What follows belongs to an exercise in optimizing a design on an open flow for small area, a short achievable clock period and few clock cycles; a production flow would make more cautious choices.
RTL that was checked went through simulation tests only; none was proved equivalent to the original.
Function not checked in run 3: the RTL went through the layout flow alone.
Power is estimated from default activity; no workload was simulated.

[flow/config.mk]
export PLATFORM = sky130hd
export DESIGN_NAME = pool_accel
export DESIGN_NICKNAME = pool_accel
export VERILOG_FILES = /design/flow/design.v
export SDC_FILE = /design/flow/constraint.sdc
export NUM_CORES = 4
export LEC_CHECK = 0
export CAP_MARGIN = 5
export CORE_MARGIN = 2
export CORE_UTILIZATION = 40
export SLEW_MARGIN = 5
[flow/constraint.sdc]
create_clock -name core_clock -period 10.0 [get_ports {clk}]
set_input_delay 2.0000 -clock core_clock [delete_from_list [all_inputs] [get_ports {clk}]]
set_output_delay 2.0000 -clock core_clock [all_outputs]
set_load 0.01 [all_outputs]
[flow/design.v]
package pool_pkg;
    typedef logic [31:0] word_t;
    typedef logic [7:0] dim_t;
    typedef logic [1:0] ksize_t;
    typedef enum logic {
        POOL_MAX = 1'b0,   
        POOL_SUM = 1'b1    
    } pool_mode_e;
    typedef enum logic [1:0] {
        OP_CONF = 2'd0,
        OP_DEST = 2'd1,
        OP_RUN  = 2'd2
    } cmd_op_e;
    typedef enum logic [1:0] {
        ST_IDLE,
        ST_RUN,
        ST_DRAIN
    } ctrl_state_e;
    localparam int CONF_KSIZE_LSB  = 0;
    localparam int CONF_STRIDE_LSB = 2;
    localparam int CONF_MODE_BIT   = 4;
    localparam int CONF_WIDTH_LSB  = 8;
    localparam int CONF_HEIGHT_LSB = 16;
endpackage
module pool_accel (
    input  logic        clk,
    input  logic        rst,
    input  logic        cmd_valid_i,
    input  logic [1:0]  cmd_op_i,
    input  logic [31:0] cmd_rj_i,
    input  logic [31:0] cmd_rk_i,
    output logic        rsp_valid_o,
    output logic        wb_cyc_o,
    output logic        wb_stb_o,
    output logic        wb_we_o,
    output logic [31:0] wb_adr_o,
    output logic [31:0] wb_dat_o,
    input  logic [31:0] wb_dat_i,
    input  logic        wb_ack_i
);
    logic [31:0] src_q;
    logic [31:0] dst_q;
    logic [7:0]  w_q;
    logic [7:0]  h_q;
    logic [1:0]  k_q;       
    logic [1:0]  s_q;       
    logic        mode_q;    
    logic        busy_q;
    logic        rsp_q;
    logic        cmd_acc;
    logic        conf_acc;
    logic        dest_acc;
    logic        run_acc;
    logic        fits;
    assign cmd_acc  = cmd_valid_i && !busy_q;
    assign conf_acc = cmd_acc && (cmd_op_i == 2'd0);
    assign dest_acc = cmd_acc && (cmd_op_i == 2'd1);
    assign run_acc  = cmd_acc && (cmd_op_i == 2'd2);
    assign fits     = ({6'd0, k_q} <= w_q) && ({6'd0, k_q} <= h_q);
    always_ff @(posedge clk) begin
        if (conf_acc) begin
            src_q  <= cmd_rj_i;
            k_q    <= (cmd_rk_i[1:0] == 2'd0) ? 2'd1 : cmd_rk_i[1:0];
            s_q    <= (cmd_rk_i[3:2] == 2'd0) ? 2'd1 : cmd_rk_i[3:2];
            mode_q <= cmd_rk_i[4];
            w_q    <= cmd_rk_i[15:8];
            h_q    <= cmd_rk_i[23:16];
        end
        if (dest_acc) begin
            dst_q <= cmd_rj_i;
        end
    end
    logic        k1;
    logic        k3;
    logic [12:0] w4;        
    logic [12:0] km1w4;     
    logic [12:0] sw4;       
    logic [1:0]  jump;      
    assign k1    = (k_q == 2'd1);
    assign k3    = (k_q == 2'd3);
    assign w4    = {3'd0, w_q, 2'd0};
    assign km1w4 = k3 ? {2'd0, w_q, 3'd0} : (k1 ? 13'd0 : w4);
    assign sw4   = (s_q[1] ? {2'd0, w_q, 3'd0} : 13'd0) + (s_q[0] ? w4 : 13'd0);
    assign jump  = (s_q > k_q) ? (s_q - k_q + 2'd1) : 2'd1;
    logic [1:0]  i_q;
    logic [7:0]  c_q;
    logic [1:0]  cnt_q;
    logic [7:0]  y_q;
    logic        rdone_q;    
    logic [12:0] dlt_q;      
    logic        i_end;
    logic        nxt_cpl;
    logic        x_fits_c;
    logic        y_fits_c;
    logic        x_fits;     
    logic        y_fits;
    logic [12:0] db_q;       
    logic [1:0]  cstep;
    logic [12:0] dlt_nxt;
    assign i_end   = (i_q == k_q - 2'd1);
    assign nxt_cpl = i_end && (cnt_q == 2'd0);
    assign x_fits_c = ({1'b0, c_q} + {7'd0, s_q} + 9'd1) <= {1'b0, w_q};
    assign y_fits_c = ({1'b0, y_q} + {7'd0, s_q} + {7'd0, k_q}) <= {1'b0, h_q};
    assign cstep   = (cnt_q == 2'd0) ? jump : 2'd1;
    always_comb begin
        if (!i_end) begin
            dlt_nxt = w4;
        end else if (cnt_q != 2'd0 || x_fits) begin
            dlt_nxt = {9'd0, cstep, 2'd0} - km1w4;
        end else begin
            dlt_nxt = db_q - {3'd0, c_q, 2'd0};
        end
    end
    always_ff @(posedge clk) begin
        x_fits <= x_fits_c;
        y_fits <= y_fits_c;
    end
    logic        stb_q;
    logic        we_q;
    logic [31:0] adr_q;
    logic [31:0] oth_q;
    logic        t_first_q;  
    logic        t_last_q;
    logic        t_cpl_q;
    logic        pend_q;     
    logic        wq_q;       
    logic [31:0] d_q;
    logic        dv_q;
    logic        d_first_q;
    logic        d_last_q;
    logic        d_cpl_q;
    logic [31:0] acc_q;      
    logic        cv_q;       
    logic        c_cpl_q;    
    logic [31:0] c1_q;       
    logic [31:0] p2_q;       
    logic [31:0] res_q;
    logic        bnd;
    logic        go_w;
    logic        go_r;
    logic        swap;
    logic        fin;
    logic [31:0] adr_sum;
    assign bnd     = busy_q && (!stb_q || wb_ack_i);
    assign go_w    = wq_q || (cv_q && c_cpl_q);
    assign go_r    = !go_w && !rdone_q && (!nxt_cpl || !pend_q || (stb_q && we_q));
    assign swap    = go_w || we_q;
    assign fin     = busy_q && rdone_q && stb_q && we_q && wb_ack_i;
    assign adr_sum = adr_q + (we_q ? 32'd4 : {{19{dlt_q[12]}}, dlt_q});
    logic        adv_q;
    always_ff @(posedge clk) begin
        if (rst) begin
            busy_q  <= 1'b0;
            rsp_q   <= 1'b0;
            stb_q   <= 1'b0;
            pend_q  <= 1'b0;
            wq_q    <= 1'b0;
            rdone_q <= 1'b1;
            adv_q   <= 1'b0;
        end else begin
            rsp_q <= conf_acc || dest_acc || (run_acc && !fits) || fin;
            adv_q <= bnd && go_r;
            if (run_acc && fits) begin
                busy_q  <= 1'b1;
                rdone_q <= 1'b0;
                pend_q  <= 1'b0;
                wq_q    <= 1'b0;
            end
            if (fin) begin
                busy_q <= 1'b0;
            end
            if (cv_q && c_cpl_q) begin
                wq_q <= 1'b1;
            end
            if (stb_q && we_q && wb_ack_i) begin
                pend_q <= 1'b0;
            end
            if (adv_q && nxt_cpl) begin
                pend_q <= 1'b1;
                if (!x_fits && !y_fits) begin
                    rdone_q <= 1'b1;
                end
            end
            if (bnd) begin
                stb_q <= go_w || go_r;
                if (go_w) begin
                    wq_q <= 1'b0;
                end
            end
        end
    end
    always_ff @(posedge clk) begin
        if (run_acc) begin
            adr_q <= src_q;
            oth_q <= dst_q;
            we_q  <= 1'b0;
        end else if (bnd && (go_w || go_r)) begin
            we_q  <= go_w;
            adr_q <= swap ? oth_q : adr_sum;
            if (swap) begin
                oth_q <= adr_sum;
            end
            if (go_r) begin
                t_first_q <= (i_q == 2'd0);
                t_last_q  <= i_end;
                t_cpl_q   <= nxt_cpl;
            end
        end
    end
    always_ff @(posedge clk) begin
        if (run_acc) begin
            dlt_q <= '0;
            db_q  <= sw4 - km1w4;
            i_q   <= '0;
            c_q   <= '0;
            cnt_q <= k_q - 2'd1;
            y_q   <= '0;
        end else if (adv_q) begin
            dlt_q <= dlt_nxt;
            if (!i_end) begin
                i_q <= i_q + 2'd1;
            end else begin
                i_q <= '0;
                if (cnt_q != 2'd0) begin
                    cnt_q <= cnt_q - 2'd1;
                    c_q   <= c_q + 8'd1;
                end else if (x_fits) begin
                    cnt_q <= (s_q > k_q) ? k_q - 2'd1 : s_q - 2'd1;
                    c_q   <= c_q + {6'd0, jump};
                end else begin
                    cnt_q <= k_q - 2'd1;
                    c_q   <= '0;
                    y_q   <= y_q + {6'd0, s_q};
                end
            end
        end
    end
    logic [31:0] x_q;
    logic        f_q;        
    logic        f_last_q;
    logic        f_cpl_q;
    logic        wb_p2_q;    
    logic        col_done;   
    logic        col_cpl;
    logic [31:0] ident;
    logic [31:0] yv;
    logic [32:0] ut;
    logic [31:0] u;
    assign ident    = {!mode_q, 31'd0};
    assign yv       = f_q ? ident : acc_q;
    assign ut       = {x_q[31], x_q} + ({yv[31], yv} ^ {33{!mode_q}}) + {32'd0, !mode_q};
    assign u        = mode_q ? ut[31:0] : (ut[32] ? yv : x_q);
    assign col_done = (dv_q && !d_first_q && d_last_q) || (f_q && f_last_q);
    assign col_cpl  = f_q ? f_cpl_q : d_cpl_q;
    always_ff @(posedge clk) begin
        d_q       <= wb_dat_i;
        d_first_q <= t_first_q;
        d_last_q  <= t_last_q;
        d_cpl_q   <= t_cpl_q;
        f_last_q  <= d_last_q;
        f_cpl_q   <= d_cpl_q;
        c_cpl_q   <= col_cpl;
        if (stb_q && !we_q && wb_ack_i && !t_first_q) begin
            x_q <= wb_dat_i;
        end else if (dv_q && d_first_q) begin
            x_q <= d_q;
        end else if (col_done && col_cpl && k3) begin
            x_q <= p2_q;
        end else if ((col_done && (col_cpl ? !k1 : k3)) || (cv_q && c_cpl_q && k3)) begin
            x_q <= c1_q;
        end else begin
            x_q <= ident;
        end
        if (rst) begin
            dv_q    <= 1'b0;
            f_q     <= 1'b0;
            cv_q    <= 1'b0;
            wb_p2_q <= 1'b0;
        end else begin
            dv_q    <= stb_q && !we_q && wb_ack_i;
            f_q     <= dv_q && d_first_q;
            cv_q    <= col_done;
            wb_p2_q <= k3 && ((col_done && !col_cpl) || (cv_q && c_cpl_q));
        end
    end
    always_ff @(posedge clk) begin
        if ((dv_q && !d_first_q) || f_q) begin
            acc_q <= u;
        end
        if (wb_p2_q) begin
            p2_q <= u;
        end
        if (wb_p2_q || (cv_q && !k3)) begin
            c1_q <= acc_q;
        end
        if (cv_q && c_cpl_q) begin
            res_q <= u;
        end
    end
    assign rsp_valid_o = rsp_q;
    assign wb_cyc_o    = stb_q;
    assign wb_stb_o    = stb_q;
    assign wb_we_o     = we_q;
    assign wb_adr_o    = adr_q;
    assign wb_dat_o    = res_q;
endmodule
[flow/flow/run.sh]
#!/bin/bash
# The standard layout, with the port buffers made of plain buffers, a larger
# setup margin for the timing repair, and a clock tree without dummy loads.
set -euo pipefail
export BUFFER_PORTS_ARGS="-buffer_cell sky130_fd_sc_hd__buf_1"
export CTS_ARGS="-sink_clustering_enable -repair_clock_nets -sink_clustering_size 30 -sink_clustering_max_diameter 60 -dont_use_dummy_load"
bash standard.sh SETUP_SLACK_MARGIN=6.5 finish > layout.log 2>&1
[flow/standard.sh]
#!/bin/bash
# synth_recipe.tcl (not shown) runs the flow's synth.tcl, then flattens the netlist and writes it again
# the make line also repeats each setting of config.mk as NAME=value (left out here)
make -C /OpenROAD-flow-scripts/flow DESIGN_CONFIG=/design/flow/config.mk WORK_HOME=/design/flow/orfs CLKGATE_MAP_FILE= SYNTH_SCRIPT=/design/flow/synth_recipe.tcl "${@:-finish}"
==> results of run 1 <==
-- critical path: cells and delay by family (launching register included) --
family	cells	cell delay [ps]
buffers and inverters	2	460
DFF	1	420
-- stage by stage --
step             util  hold WS [ps]
2_1_floorplan       -         323.3
3_3_place_gp   0.4287         327.4
3_5_place_dp   0.4287         326.9
4_1_cts        0.4541         315.2
5_1_grt        0.4677         330.0
6_report       0.4678         322.5
-- where the power goes --
group	internal, W	leakage [nW]	switching (W)
clock	0.000617	0.431	0.000563
sequential	0.00185	3.60	0.0000178
combinational	0.000133	5.22	0.000185
-- cells by family (layout without fill, tap and decap cells) --
kind of cell             Yosys count  after routing  share of synthesized area
AO/OA/AOI/OAI                    511            511                     0.1458
XOR/XNOR                         131            131                    0.05393
adder cells (fa/ha/maj)          135            135                    0.08609
buffers and inverters            197            382                    0.03811
flip-flops                       406            406                     0.5198
multiplexers                      44             44                    0.02105
other                              0              3                          0
AND/OR/NAND/NOR                  616            618                     0.1352
-- cells in the final DEF (no fill, tap or decap), drive strengths merged, types with 11 or more instances in the layout --
cell	synthesis	layout
dfxtp	113	113
clkbuf	79	40
a21o	42	42
ha	116	116
mux2i	38	38
nand2b	16	16
nor2	123	123
fa	19	19
a21oi	193	193
nand3	61	61
and3	11	11
inv	99	98
a211oi	21	21
edfxtp	293	293
o21ai	152	152
a31oi	21	21
or3	13	13
nor2b	44	46
xor2	37	37
buf	19	241
nand4	19	19
or2	11	11
xnor2	94	94
and2b	16	16
nand2	254	254
nor3	24	24
-- worst paths after layout --
| path | cells after the start | startpoint | slack [ps] | to |
|---|---|---|---|---|
| max | 2 | we_q | 6580 | wb_we_o |
| min | 0 | d_cpl_q | 320 | f_cpl_q |
| max reg2reg | 12 | mode_q | 6580 | acc_q[31] |
| min reg2reg | 0 | d_cpl_q | 320 | f_cpl_q |
-- state kept, by name, summed over array words and instances (netlist names), 8 cells and up --
| register | cells |
|---|---|
| c1_q | 32 |
| acc_q | 32 |
| y_q | 8 |
| c_q | 8 |
| src_q | 32 |
| dlt_q | 11 |
| db_q | 11 |
| d_q | 32 |
| res_q | 32 |
| adr_q | 32 |
| dst_q | 32 |
| oth_q | 32 |
| p2_q | 32 |
| x_q | 32 |
| w_q | 8 |
| h_q | 8 |
-- metal layers --
metal	routed length, um	GRT usage
met4	1226	0.05198
met3	2577	0.02890
met2	25390	0.3095
met1	23700	0.2485
met5	0	0
-- final cells by class --
| class | count | area, sq um |
|---|---|---|
| antenna | 3 | 7.507 |
| clock buffer | 35 | 875.8 |
| fill | 4872 | 27970 |
| inverter | 99 | 384.1 |
| multi-input combinational | 1439 | 9888 |
| sequential | 406 | 11070 |
| tap | 688 | 860.8 |
| timing repair buffer | 248 | 1496 |
-- synth_stat cells (10+ instances only) --
library cell	instances
nand4_1	19
fa_1	19
o21ai_0	131
o21a_1	10
nor2_1	121
nand2_1	254
a31oi_1	20
nor2b_1	44
o21bai_1	10
inv_1	98
a21oi_1	189
ha_1	116
o21ai_1	19
edfxtp_1	293
mux2i_1	38
and2b_2	10
xnor2_1	94
a21o_1	42
nand3_1	61
and3_1	11
clkbuf_1	78
or3_1	12
buf_1	11
nand2b_1	15
a211oi_1	19
xor2_1	37
dfxtp_1	113
nor3_1	24
-- what timing repair did --
action                                  4_1_cts  5_1_grt
hold buffers                                  0        0
buffers inserted                             22       43
gates cloned                                  3        5
pin swaps                                    12       38
gates resized for setup                      54       72
endpoints found under the setup margin      197      109
==> results.json, run 1 <==
{
  "dr_drc_count": 0,
  "grt_pass1_vias": 14920,
  "design.final.nets": 2466,
  "slew_viol_final": 0,
  "timing.critical_path.slowest_cell_delay_ps": 420,
  "detail_route.vias_per_cell": 5.325,
  "drt_pre_antenna_iters": 5,
  "synth_enable_flop_cells": 293,
  "synth_top_area_share": 0.4135,
  "vdd_ir_drop_max_uv": 133.4,
  "critical_path_slowest_stage_cell": "dfxtp_4",
  "ys_seq_area_frac": 0.5198,
  "power_leakage_nw": 9.245,
  "io_pins": 170,
  "clock_pin_slew_reported_for_the_worst_setup_and_hold_paths_after_clock_tree_synthesis_ps": 70,
  "place.port_buffers": 158,
  "type_of_destination_of_the_critical_path": "output pin",
  "dpl.hpwl_mm": 34.61,
  "die_area_sq_um": 55050,
  "synth_area_sq_um": 21280,
  "fmax_mhz": 292.1,
  "finClkSkew_ps": 57.40,
  "grt_max_degree": 80,
  "postSynthAreaPerCell_sq_um": 10.43,
  "clock-root-buffer": "clkbuf_16",
  "cts_max_level": 2,
  "worstMarginPinSlew_ps": 1102,
  "unrepaired_setup_endpoints_after_global_routing": "yes",
  "postSynth.topFlopCell": "edfxtp_1",
  "ys_seq_elements": 406,
  "finalWorstPathRequiredPeriod_ps": 3423,
  "asyncSetResetFlopFracSynth": 0,
  "detailedPlace.worstSlack_ps": 5049,
  "overall_routed_net_length_mm": 52.89,
  "synth_cell_type_count": 87,
  "global_route_wire_length_before_repair_mm": 81.93,
  "clockBufferDepth": 3,
  "drt-initial-drc-count": 1015,
  "slew_headroom": 0.2634,
  "timing.critical_path.fanout_max": 18,
  "layout-drive-gt1-share": 0.1244,
  "antenna_violations_before_repair": 3,
  "vias": 15540,
  "totalPowerFinal_w": 0.003361,
  "share_of_the_clock_period_used_by_the_worst_path": 0.3423,
  "timing.critical_path.cells": "buf_6 -> buf_1",
  "timing.critical_path.required_ps": 8000,
  "tns_ps": 0,
  "finalWeightedCongestion": 0.8233,
  "ys_warn_count": 1,
  "syn_nets": 2277,
  "clock_tree_from_tritoncts": "yes",
  "final_cells": 2918,
  "cp-start-kind": "register",
  "setup.worst_path.class": "register to output pin",
  "synth_top_cells_by_area": "edfxtp_1 41%, dfxtp_1 11%, ha_1 6.8%",
  "yosys.area.top_type": "edfxtp_1",
  "postRouteAntennaNets": 0,
  "hold_violations": 0,
  "rows": 84,
  "hold_class": "register to register",
  "timing.final.ws_setup_ps": 6577,
  "tritoncts.num_buffers": 35,
  "overflow": 0,
  "cp.arrival_ps": 1420,
  "clock_latency_ps": 550,
  "post-route-cell-area_sq_um": 24580,
  "finalSetupViolations": 0,
  "detailed_route_wire_length_per_cell_um": 18.13,
  "maxCapViolCount": 0,
  "die-width_um": 234.6,
  "die_height_um": 234.6,
  "numClockSinks": 406,
  "status": "no timing/DRC/antenna violations",
  "power_density_nw_per_um2": 136.7,
  "area_growth_syn_to_layout_pct": 15.53,
  "grt_util_all_layers": 0.1849,
  "numPlacedInstances": 2807,
  "floorplan.core_area_sq_um": 52550,
  "initial_utilization": 0.4049,
  "post_detailed_placement_cell_area_sq_um": 22530,
  "syn-instance-count": 2040
}
Testbench counts, summed over its fixed seeds: cycles 127,638.
==> run 2: changes to the inputs <==
==> flow/flow/run.sh (replaced) <==
#!/bin/bash
# The standard layout, with the port buffers made of plain buffers, a larger
# setup margin for the timing repair, and a clock tree without dummy loads.
set -euo pipefail
export BUFFER_PORTS_ARGS="-buffer_cell sky130_fd_sc_hd__buf_1"
export CTS_ARGS="-sink_clustering_enable -repair_clock_nets -sink_clustering_size 20 -sink_clustering_max_diameter 50 -dont_use_dummy_load -sink_clustering_buffer sky130_fd_sc_hd__clkbuf_8"
bash standard.sh SETUP_SLACK_MARGIN=6.5 finish > layout.log 2>&1
--- a/flow/config.mk
+++ b/flow/config.mk
@@ -5,7 +5,7 @@
 export SDC_FILE = /design/flow/constraint.sdc
 export NUM_CORES = 4
 export LEC_CHECK = 0
-export CAP_MARGIN = 5
+export CAP_MARGIN = 20
 export CORE_MARGIN = 2
 export CORE_UTILIZATION = 40
-export SLEW_MARGIN = 5
+export SLEW_MARGIN = 20
==> results.json, run 2 <==
{
  "status": "no timing/DRC/antenna violations",
  "worst-path-buf-inv": 4,
  "ys_seq_area_frac": 0.5198,
  "share_of_the_clock_period_used_by_the_worst_path": 0.3461,
  "maxCapViolCount": 0,
  "finClkSkew_ps": 103.9,
  "setup.worst_path.class": "register to register",
  "grt_pass1_vias": 15010,
  "hold_violations": 0,
  "clockBufferDepth": 3,
  "antenna_violations_before_repair": 3,
  "clock-root-buffer": "clkbuf_16",
  "syn-instance-count": 2040,
  "most-common-layout-cells": "293 x edfxtp_1, 252 x nand2_1, 173 x a21oi_1",
  "syn_nets": 2277,
  "cp.arrival_ps": 3730,
  "synth_top_cells_by_area": "edfxtp_1 41%, dfxtp_1 11%, ha_1 6.8%",
  "grt_max_degree": 80,
  "clock_pin_slew_reported_for_the_worst_setup_and_hold_paths_after_clock_tree_synthesis_ps": 90,
  "postSynthAreaPerCell_sq_um": 10.43,
  "overall_routed_net_length_mm": 53.32,
  "fin_hold_ws_ps": 287.0,
  "grt_util_all_layers": 0.1856,
  "rows": 84,
  "timing.reg2reg.worst_path_depth": 15,
  "setup.reg_to_reg.worst_slack_ps": 6540,
  "floorplan.core_area_sq_um": 52550,
  "hold_depth": 0,
  "detailed_route_wire_length_per_cell_um": 18.19,
  "vias": 15570,
  "stages_on_worst_setup_path": 15,
  "drt_pre_antenna_iters": 5,
  "critical_path.top_delay_family": "compound AO/OA/AOI/OAI gates",
  "num-fill-cells": 4910,
  "dpl.hpwl_mm": 34.61,
  "vdd_ir_drop_max_uv": 108.1,
  "clock_latency_ps": 560,
  "numClockSinks": 406,
  "power_density_nw_per_um2": 129.1,
  "detail_route.vias_per_cell": 5.312,
  "multiInputGateArea_sq_um": 9920,
  "io_pins": 170,
  "design.final.nets": 2480,
  "critical_path_slowest_stage_cell": "dfxtp_4",
  "post_detailed_placement_cell_area_sq_um": 22530,
  "synthMostInstantiatedCell": "edfxtp_1",
  "power_leakage_nw": 9.236,
  "layout-drive-gt1-share": 0.1316,
  "dr_drc_count": 0,
  "ys_seq_elements": 406,
  "die-width_um": 234.6,
  "synth_area_sq_um": 21280,
  "detailedPlace.worstSlack_ps": 5049,
  "tns_ps": 0,
  "overflow": 0,
  "ys_warn_count": 1,
  "synth_top_area_share": 0.4135,
  "slew_headroom": 0.3517,
  "postSynth.topFlopCell": "edfxtp_1",
  "die_height_um": 234.6,
  "timing.critical_path.fanout_max": 6,
  "area_growth_syn_to_layout_pct": 15.27,
  "drt-initial-drc-count": 1054,
  "initial_utilization": 0.4049,
  "finalSetupViolations": 0,
  "post-route-cell-area_sq_um": 24520,
  "global_route_wire_length_before_repair_mm": 82.15,
  "tritoncts.num_buffers": 44,
  "yosys.area.top_type": "edfxtp_1",
  "synth_cell_type_count": 87,
  "layout_commonest_cell": "edfxtp_1",
  "timing.critical_path.required_ps": 10270,
  "finalWeightedCongestion": 0.8233,
  "unrepaired_setup_endpoints_after_global_routing": "yes",
  "register_area_sq_um": 11070,
  "clock_tree_from_tritoncts": "yes",
  "worstMarginPinSlew_ps": 972.5,
  "timing.final.ws_setup_ps": 6539,
  "asyncSetResetFlopFracSynth": 0,
  "type_of_destination_of_the_critical_path": "register",
  "synth_commonest_cells": "293 x edfxtp_1, 254 x nand2_1, 189 x a21oi_1, 131 x o21ai_0, 121 x nor2_1",
  "totalPowerFinal_w": 0.003167,
  "timing.critical_path.slowest_cell_delay_ps": 430,
  "cts_max_level": 2,
  "hold_class": "register to register",
  "synth_enable_flop_cells": 293,
  "timing.critical_path.cells": "buf_12 -> nor2b_4 -> xnor2_2 -> ha_1 -> a21o_1 -> a21o_1 -> o2111ai_4 -> a211oi_4 -> o211ai_2 -> a31oi_4 -> buf_6 -> buf_6 -> clkbuf_16 -> mux2i_1 -> o21ai_1",
  "post_cts_hold_buffer_count": 0,
  "cp-start-kind": "register",
  "finalWorstPathRequiredPeriod_ps": 3461,
  "postRouteAntennaNets": 0,
  "place.port_buffers": 158,
  "fmax_mhz": 288.9,
  "slew_viol_final": 0,
  "die_area_sq_um": 55050
}
-- run 2: cells by family after synthesis --
kind of cell | count (synthesis) | synth area share
and+or+nand+nor | 616 | 0.1352
adders and majority gates | 135 | 0.08609
buffers and inverters | 197 | 0.03811
DFF | 406 | 0.5198
xor gates and xnor gates | 131 | 0.05393
muxes | 44 | 0.02105
AOI/OAI and AO/OA | 511 | 0.1458
-- run 2: final cells by class --
| class | instances | share of cell area |
|---|---|---|
| diodes | 2 | 0.0002041 |
| clock buffers | 44 | 0.02699 |
| inverters | 99 | 0.01566 |
| multi-input cells | 1439 | 0.4045 |
| flip-flops and latches | 406 | 0.4514 |
| well taps | 688 | 0.03510 |
| repair buffers | 253 | 0.06622 |
-- run 2: worst register-to-register path: cells and delay by family (launching register included) --
family / cells / cell delay, ps
AOI/OAI and AO/OA: 7 / 1420
and+or+nand+nor: 1 / 50
xor gates and xnor gates: 1 / 120
muxes: 1 / 230
DFF: 1 / 430
buffers and inverters: 4 / 610
adders and majority gates: 1 / 340
-- run 2: through the flow --
step	cells	utilization
6_report	2931	0.4667
5_1_grt	2931	0.4667
4_1_cts	2875	0.4505
3_5_place_dp	2807	0.4287
3_3_place_gp	2807	0.4287
2_1_floorplan	2040	-
-- run 2: path summary, 6_finish.rpt --
kind / start / to
min: d_cpl_q / f_cpl_q
max: f_q / res_q[15]
max reg2reg: f_q / res_q[15]
min reg2reg: d_cpl_q / f_cpl_q
-- run 2: timing repair --
action                                  4_1_cts  5_1_grt
pin swaps                                    14       40
resized for setup                            52       93
cloned                                        4        7
endpoints found under the setup margin      197       82
endpoints found under the hold margin         0        0
buffers inserted                             20       46
-- run 2: report_power, final --
group / switching [W] / leakage, nW / internal, W / total, W
logic: 0.000188 / 5.30 / 0.000139 / 0.000326
registers: 0.0000179 / 3.60 / 0.00185 / 0.00186
clock network: 0.000540 / 0.342 / 0.000437 / 0.000977
-- run 2: per-layer routing --
layer	global-route usage	share of wire
met4	0.05543	0.022
met5	0	0.00024
met2	0.3107	0.48
met1	0.2465	0.45
met3	0.03184	0.049
==> run 3: changes to the inputs <==
--- a/flow/design.v
+++ b/flow/design.v
@@ -124,9 +124,6 @@
     logic        t_cpl_q;
     logic        pend_q;     
     logic        wq_q;       
-    logic [31:0] d_q;
-    logic        dv_q;
-    logic        d_first_q;
     logic        d_last_q;
     logic        d_cpl_q;
     logic [31:0] acc_q;      
@@ -236,61 +233,64 @@
         end
     end
     logic [31:0] x_q;
-    logic        f_q;        
-    logic        f_last_q;
-    logic        f_cpl_q;
+    logic        a_q;        
+    logic        b2l_q;      
     logic        wb_p2_q;    
-    logic        col_done;   
-    logic        col_cpl;
+    logic        rd_ack;
+    logic        first_ack;
+    logic        cv_d;       
+    logic        cpl_d;
     logic [31:0] ident;
     logic [31:0] yv;
     logic [32:0] ut;
     logic [31:0] u;
-    assign ident    = {!mode_q, 31'd0};
-    assign yv       = f_q ? ident : acc_q;
-    assign ut       = {x_q[31], x_q} + ({yv[31], yv} ^ {33{!mode_q}}) + {32'd0, !mode_q};
-    assign u        = mode_q ? ut[31:0] : (ut[32] ? yv : x_q);
-    assign col_done = (dv_q && !d_first_q && d_last_q) || (f_q && f_last_q);
-    assign col_cpl  = f_q ? f_cpl_q : d_cpl_q;
+    assign rd_ack    = stb_q && !we_q && wb_ack_i;
+    assign first_ack = rd_ack && t_first_q;
+    assign cv_d      = (a_q && d_last_q) || (first_ack && t_last_q);
+    assign cpl_d     = a_q ? d_cpl_q : t_cpl_q;
+    assign ident     = {!mode_q, 31'd0};
+    assign yv        = b2l_q ? c1_q : acc_q;
+    assign ut        = {x_q[31], x_q} + ({yv[31], yv} ^ {33{!mode_q}}) + {32'd0, !mode_q};
+    assign u         = mode_q ? ut[31:0] : (ut[32] ? yv : x_q);
     always_ff @(posedge clk) begin
-        d_q       <= wb_dat_i;
-        d_first_q <= t_first_q;
-        d_last_q  <= t_last_q;
-        d_cpl_q   <= t_cpl_q;
-        f_last_q  <= d_last_q;
-        f_cpl_q   <= d_cpl_q;
-        c_cpl_q   <= col_cpl;
-        if (stb_q && !we_q && wb_ack_i && !t_first_q) begin
+        d_last_q <= t_last_q;
+        d_cpl_q  <= t_cpl_q;
+        c_cpl_q  <= cpl_d;
+        if (rd_ack && !t_first_q) begin
             x_q <= wb_dat_i;
-        end else if (dv_q && d_first_q) begin
-            x_q <= d_q;
-        end else if (col_done && col_cpl && k3) begin
+        end else if (cv_d && cpl_d && k3) begin
             x_q <= p2_q;
-        end else if ((col_done && (col_cpl ? !k1 : k3)) || (cv_q && c_cpl_q && k3)) begin
+        end else if (cv_d && (cpl_d ? !k1 : k3)) begin
             x_q <= c1_q;
+        end else if (cv_q && c_cpl_q && k3) begin
+            x_q <= acc_q;
         end else begin
             x_q <= ident;
         end
         if (rst) begin
-            dv_q    <= 1'b0;
-            f_q     <= 1'b0;
+            a_q     <= 1'b0;
+            b2l_q   <= 1'b0;
             cv_q    <= 1'b0;
             wb_p2_q <= 1'b0;
         end else begin
-            dv_q    <= stb_q && !we_q && wb_ack_i;
-            f_q     <= dv_q && d_first_q;
-            cv_q    <= col_done;
-            wb_p2_q <= k3 && ((col_done && !col_cpl) || (cv_q && c_cpl_q));
+            a_q     <= rd_ack && !t_first_q;
+            b2l_q   <= cv_q && c_cpl_q && k3;
+            cv_q    <= cv_d;
+            wb_p2_q <= k3 && ((cv_d && !cpl_d) || (cv_q && c_cpl_q));
         end
     end
     always_ff @(posedge clk) begin
-        if ((dv_q && !d_first_q) || f_q) begin
+        if (first_ack) begin
+            acc_q <= wb_dat_i;
+        end else if (a_q) begin
             acc_q <= u;
         end
         if (wb_p2_q) begin
             p2_q <= u;
         end
-        if (wb_p2_q || (cv_q && !k3)) begin
+        if (b2l_q) begin
+            c1_q <= x_q;
+        end else if (cv_q && !(k3 && c_cpl_q)) begin
             c1_q <= acc_q;
         end
         if (cv_q && c_cpl_q) begin
==> flow/flow/run.sh (replaced) <==
#!/bin/bash
# The standard layout, with the port buffers made of plain buffers, a larger
# setup margin for the timing repair, and a clock tree without dummy loads.
set -euo pipefail
export BUFFER_PORTS_ARGS="-buffer_cell sky130_fd_sc_hd__buf_1"
export CTS_ARGS="-sink_clustering_enable -repair_clock_nets -sink_clustering_size 30 -sink_clustering_max_diameter 60 -dont_use_dummy_load"
bash standard.sh SETUP_SLACK_MARGIN=6.5 finish > layout.log 2>&1
==> results.json, run 3 <==
{
  "detailed_route_wire_length_per_cell_um": 20.73,
  "worstMarginPinSlew_ps": 1499,
  "die_area_sq_um": 56810,
  "slew_viol_final": 1,
  "area_growth_syn_to_layout_pct": 23.99,
  "timing.reg2reg.worst_path_depth": 15,
  "synth_top_area_share": 0.4005,
  "synth_top_family_by_area": "compound AO/OA/AOI/OAI gates",
  "share_of_the_clock_period_used_by_the_worst_path": 0.3673,
  "synth_commonest_cells": "313 x nand2_1, 293 x edfxtp_1, 163 x o21ai_0, 148 x a21oi_1, 123 x nor2_1",
  "synth_area_sq_um": 21970,
  "status": "failed layout checks",
  "unrepaired_setup_endpoints_after_global_routing": "yes",
  "postRouteAntennaNets": 0,
  "detail_route.vias_per_cell": 5.782,
  "tritoncts.num_buffers": 31,
  "fmax_mhz": 272.2,
  "drt_pre_antenna_iters": 6,
  "slew_headroom": -0.009670,
  "postSynthAreaPerCell_sq_um": 9.819,
  "maxCapViolCount": 1,
  "finClkSkew_ps": 39.48,
  "cp-start-kind": "register",
  "grt_pass1_vias": 18050,
  "dr_drc_count": 0,
  "layout_commonest_cell": "nand2_1",
  "synth_enable_flop_cells": 293,
  "design.final.nets": 2737,
  "cts_max_level": 1,
  "grt_max_degree": 81,
  "io_pins": 170,
  "synthAdderAreaFrac": 0.08339,
  "overflow": 0,
  "tns_ps": 0,
  "most-common-layout-cells": "303 x nand2_1, 293 x edfxtp_1, 158 x buf_1",
  "clock-root-buffer": "clkbuf_16",
  "yosys-mux-area-fraction": 0.03321,
  "drt-initial-drc-count": 1376,
  "dpl.hpwl_mm": 39.62,
  "numPlacedInstances": 2991,
  "initial_utilization": 0.4066,
  "yosys.area.top_type": "edfxtp_1",
  "syn-instance-count": 2237,
  "type_of_destination_of_the_critical_path": "register",
  "die_height_um": 238.3,
  "power_density_nw_per_um2": 116.8,
  "numClockSinks": 371,
  "cp.arrival_ps": 4010,
  "finalWeightedCongestion": 0.9178,
  "synth_cell_type_count": 89,
  "floorplan.core_area_sq_um": 54030,
  "global_route_wire_length_before_repair_mm": 100.3,
  "setup.worst_path.class": "register to register",
  "post_synth_xor_area_fraction": 0.04665,
  "clock_tree_from_tritoncts": "yes",
  "post_cts_hold_buffer_count": 0,
  "clockBufferDepth": 3,
  "antenna_violations_before_repair": 4,
  "layout-drive-gt1-share": 0.1954,
  "ys_seq_elements": 371,
  "postSynth.topFlopCell": "edfxtp_1",
  "asyncSetResetFlopFracSynth": 0,
  "overall_routed_net_length_mm": 66.30,
  "clock_pin_slew_reported_for_the_worst_setup_and_hold_paths_after_clock_tree_synthesis_ps": 70,
  "grt_util_all_layers": 0.2224,
  "synth_compound_area_frac": 0.1675,
  "final_cells": 3198,
  "timing.critical_path.fanout_max": 8,
  "hold_class": "register to register",
  "ys_warn_count": 1,
  "hold_depth": 0,
  "syn_nets": 2474,
  "vias": 18490,
  "power_leakage_nw": 10.24,
  "rows": 85,
  "die-width_um": 238.3,
  "place.port_buffers": 158,
  "finalWorstPathRequiredPeriod_ps": 3673,
  "check-failures": "max-capacitance violations, max-slew violations",
  "hold_violations": 0,
  "ys_seq_area_frac": 0.4716,
  "finalSetupViolations": 0,
  "synth_top_cells_by_area": "edfxtp_1 40%, dfxtp_1 7.1%, ha_1 6.6%",
  "timing.critical_path.required_ps": 10340,
  "synthMostInstantiatedCell": "nand2_1",
  "vdd_ir_drop_max_uv": 135.2,
  "simple_gate_portion_of_the_synthesized_area": 0.1572,
  "clock_latency_ps": 600
}
-- run 3: cells by family after synthesis --
family / count (synthesis)
DFF: 371
and+or+nand+nor: 749
adders and majority gates: 135
xor gates and xnor gates: 117
muxes: 68
AOI/OAI and AO/OA: 572
buffers and inverters: 225
-- run 3: layout make-up --
cell class,count,area (sq um)
fill,4885,26790
multi-input combinational,1644,12220
sequential,371,10370
timing repair buffer,347,2566
tap,696,870.8
clock buffer,31,775.7
inverter,104,419.2
antenna,4,10.01
timing repair inverter,1,8.758
-- run 3: worst max-delay path: stages (launching register included) --
cell and delay (ps):
dfxtp_4 400, buf_16 160, nand2b_4 130, a21boi_4 180
xnor2_1 150, ha_1 270, and2b_2 220, o31a_4 300
o21ai_4 160, a311o_2 240, buf_6 120, a21oi_4 70
buf_6 130, nor2_4 260, mux2_4 340, a221o_1 280
-- run 3: worst paths after layout --
check,startpoint,endpoint,slack (ps)
max,b2l_q,acc_q[13],6330
max reg2reg,b2l_q,acc_q[13],6330
min,t_cpl_q,d_cpl_q,380
min reg2reg,t_cpl_q,d_cpl_q,380
-- run 3: per-layer routing --
metal | vias to the layer above | track usage | wire (um)
met1 | 9023 | 0.2860 | 27930
met5 | - | 0 | 0
met2 | 655 | 0.3865 | 32110
met3 | 161 | 0.02776 | 3967
li1 | 8652 | - | -
met4 | 0 | 0.07576 | 2282
-- run 3: what timing repair did --
action / 4_1_cts / 5_1_grt
gates resized for setup: 216 / 139
gates cloned: 11 / 4
endpoints found under the setup margin: 197 / 198
pin swaps: 72 / 78
buffers inserted: 111 / 46
-- run 3: stage by stage --
step	util	total power, W	worst slack, ps	cell area [sq um]	hold slack, ps
2_1_floorplan	-	0.001977	6214	22180	347.3
3_3_place_gp	0.4304	0.002060	4445	23250	359.5
3_5_place_dp	0.4304	0.002069	4411	23250	368.3
4_1_cts	0.4835	0.003176	6360	26120	393.6
5_1_grt	0.5041	0.003295	6217	27230	398.1
6_report	0.5041	0.003180	6327	27240	384.3
-- run 3: power breakdown --
group | switching [W] | leakage (nW) | total, W | internal, W
Sequential | 0.0000192 | 3.30 | 0.00172 | 0.00170
Combinational | 0.000222 | 6.56 | 0.000389 | 0.000167
Clock | 0.000529 | 0.382 | 0.00107 | 0.000540

-- port drivers added, routing unchanged --
Ports are ideal in the flow. The routed layouts listed here were re-timed in OpenROAD. Step 1 sets driving cells, clkbuf_16 on the clock port and buf_2 on the other inputs (assumed; they add their load-dependent delay and slew). Step 2 adds t to the input delays and takes it off the output delays; t is the mean of the earliest and latest rising clock arrival at the registers after step 1. Input paths then give back, and output paths get back, about the clock's delay inside the block. Three values: no drivers, after step 1, after step 2; two values: the first two.
run | t, ns | setup WS [ns] | cell pins on the clock port's net
run 1 | 0.574 | 6.577 / 6.523 / 6.084 | 1
run 2 | 0.571 | 6.539 / 6.519 / 6.119 | 1
run 3 | 0.648 | 6.327 / 6.327 / 5.967 | 1
The setup slack of run 1, which loses most, moves by -0.054 ns with the drivers and by -0.493 ns with both steps.
